Source: an optimization exercise on an open RTL-to-GDS flow (aim: small area, a short achievable clock period and few clock cycles). Production flows keep margins and buffers that such runs may drop. The RTL was checked by simulation tests, not by an equivalence proof against the original design.

lane 1:
// nearest_neighbour_tour
module nearest_neighbour_tour #(
  parameter int MAX_CITIES = 64,
  parameter int P = 4,
  parameter int NSQ = 3
) (
  input  wire logic              clk,
  input  wire logic              rst_n,
  input  wire logic              in_valid,
  output logic                   in_stall,
  input  wire logic [49:0]       in_data,
  output logic                   out_valid,
  input  wire logic              out_stall,
  output logic [39:0]            out_data
);
  localparam int LP   = $clog2(P);
  localparam int ROWS = MAX_CITIES / P;
  localparam int RW   = (ROWS > 1) ? $clog2(ROWS) : 1;
  localparam int KW   = 56;   
  logic        in_stall_r;
  logic        ib_v;
  logic [49:0] ib_d;
  logic        run_pend;
  wire  logic  accept = in_valid && !in_stall_r;
  wire  logic [1:0] ib_cmd = ib_d[49:48];
  logic        busy_r;           
  logic        tail_r;           
  logic [6:0]  count_r;
  logic        dropped_r;
  logic [5:0]  pos0_r;           
  logic [1:0]  status_r;
  logic [6:0]  a_r;              
  logic [5:0]  m_r;              
  logic [53:0] cur_r;            
  logic [5:0]  fin_id;           
  logic [30:0] total_r;
  logic        close_done_r;
  logic [6:0]  a_last;
  logic [6:0]  close_slot;
  assign a_last     = a_r - 7'd1;
  assign close_slot = count_r - 7'd1;
  logic        wr_en;
  logic [5:0]  wr_slot;
  logic [53:0] wr_data;
  logic [53:0] rd_q [P];
  localparam int NC = P + 1;
  logic [NC-1:0] c_win;
  logic [53:0]   b_e;              
  logic [5:0]    b_slot;
  logic        rd_v, rd_first, rd_last, rd_close, rd_init, rd_stream, rd_skip, rd_spec;
  logic [RW-1:0] rd_row;
  logic [LP-1:0] rd_slane;
  logic          stream_ok;      
  logic          st_v;           
  logic [5:0]    st_slot;
  genvar gl;
  generate
    for (gl = 0; gl < P; gl++) begin : g_bank
      logic [53:0] bank [ROWS];
      always_ff @(posedge clk) begin
        if (wr_en && wr_slot[LP-1:0] == LP'(gl)) begin
          bank[wr_slot[5:LP]] <= wr_data;
        end
        rd_q[gl] <= bank[rd_row];
      end
    end
  endgenerate
  logic          p1_v, p1_first, p1_last, p1_close, p1_init, p1_stream, p1_skip, p1_spec;
  logic [RW-1:0] p1_row;
  logic [LP-1:0] p1_slane;
  ...
==> flow/config.mk <==
export PLATFORM = sky130hd
export DESIGN_NAME = nearest_neighbour_tour
export DESIGN_NICKNAME = nearest_neighbour_tour
export VERILOG_FILES = /design/flow/design.v
export SDC_FILE = /design/flow/constraint.sdc
export NUM_CORES = 4
export LEC_CHECK = 0
export CAP_MARGIN = 30
export CORE_MARGIN = 2
export CORE_UTILIZATION = 40
export PLACE_DENSITY = 0.6
export SLEW_MARGIN = 30
==> flow/constraint.sdc <==
create_clock -name core_clock -period 12.0 [get_ports {clk}]
set_input_delay 2.4000 -clock core_clock [delete_from_list [all_inputs] [get_ports {clk}]]
set_output_delay 2.4000 -clock core_clock [all_outputs]
set_load 0.01 [all_outputs]
standard.sh (not shown) runs the stock make flow with config.mk's settings and CLKGATE_MAP_FILE= SYNTH_SCRIPT=/design/flow/synth_recipe.tcl, a recipe that flattens the netlist after the stock synthesis.
==> flow/flow/run.sh <==
#!/bin/bash
# The standard layout, with timing repair asked for extra setup slack so
# that the achieved period (clock period less setup slack) shrinks. The SDC,
# clock period and synthesis are the standard flow's own.
set -euo pipefail
bash standard.sh SETUP_SLACK_MARGIN=8 finish > standard_flow.log 2>&1
Testbench counts of lane 1, summed over its fixed seeds: cycles 15,324.
## Diff of input files: lane 2 against lane 1
--- a/flow/design.v
+++ b/flow/design.v
@@ -1506,23 +1506,28 @@
   always_ff @(posedge clk) begin
     if (p4_v) begin
       b_key  <= w_key;
       b_e    <= w_e;
       b_slot <= w_slot;
     end
   end
   wire logic leg_fin   = p4_v && p4_last && !p4_close;
   wire logic close_fin = p4_v && p4_last && p4_close;
   assign spec_kill = p1_v && p1_spec && !c_win[P];
   logic [5:0] m_new;
-  assign m_new = (w_slot == a_last[5:0]) ? m_r : w_slot;
+  always_comb begin
+    m_new = '0;
+    for (int i = 0; i < NC; i++) begin
+      m_new = m_new | ({6{c_win[i]}} & ((c_slot[i] == a_last[5:0]) ? m_r : c_slot[i]));
+    end
+  end
   localparam int QD = 2;
   logic [QD-1:0] sq_qv;             
   logic [48:0]   sq_qd [QD];
   logic          sq_pv;
   logic [48:0]   sq_pd;
   assign sq_pv = sq_qv[0];
   assign sq_pd = sq_qd[0];
   logic          sq_in;
   logic [48:0]   sq_in_d;
   logic [NSQ-1:0] sq_busy, sq_done, sq_start;
   logic [24:0]   sq_root [NSQ];
## What came out
- Per the final summary, lane 2 finished and its layout is clean on timing, DRC and antenna.
- Looking at clock period minus final worst setup slack, lane 2 sits 0.23 ns lower than lane 1 does.
- or4_4 as the slowest stage cell on the critical path was reported by lane 1, and o211ai_1 by lane 2.
- Maximum buffer depth of the clock tree: lane 1 vs lane 2 identical
- Die area: lane 2 vs lane 1 — no meaningful difference
- Lane 2 vs lane 1 — tap cell count climbed slightly
- Compared to lane 1, the router laid down more metal wire for lane 2.
Testbench counts of lane 2, summed over its fixed seeds: cycles 15,324.

==> static timing again, ports no longer ideal <==
The results above use ideal ports. As a check the final layouts listed here were re-extracted and re-timed, cells and wires unchanged. Step 1 (the two cells are an assumption about what drives the block):
set clk [get_ports {clk}]
set_driving_cell -lib_cell sky130_fd_sc_hd__clkbuf_16 $clk
set_driving_cell -lib_cell sky130_fd_sc_hd__buf_2 [delete_from_list [all_inputs] $clk]
Step 2, shift: input delay + t, output delay - t, t = (earliest + latest rising clock arrival at the registers) / 2. This alone moves slack from input paths to output paths. a / b / c = ideal / step 1 / step 2; a / b = the first two.
run | t (ns) | setup slack, ns | worst setup path at the end | cell pins on the clock port's net
lane 1 | 1.277 | 7.218 / 7.218 / 6.892 | input to register | 1
lane 2 | 1.264 | 7.446 / 7.316 / 6.953 | input to register | 1
After both steps every run listed still meets setup and hold. The setup slack of lane 2, which loses most, moves by -0.130 ns with the drivers and by -0.493 ns with both steps.
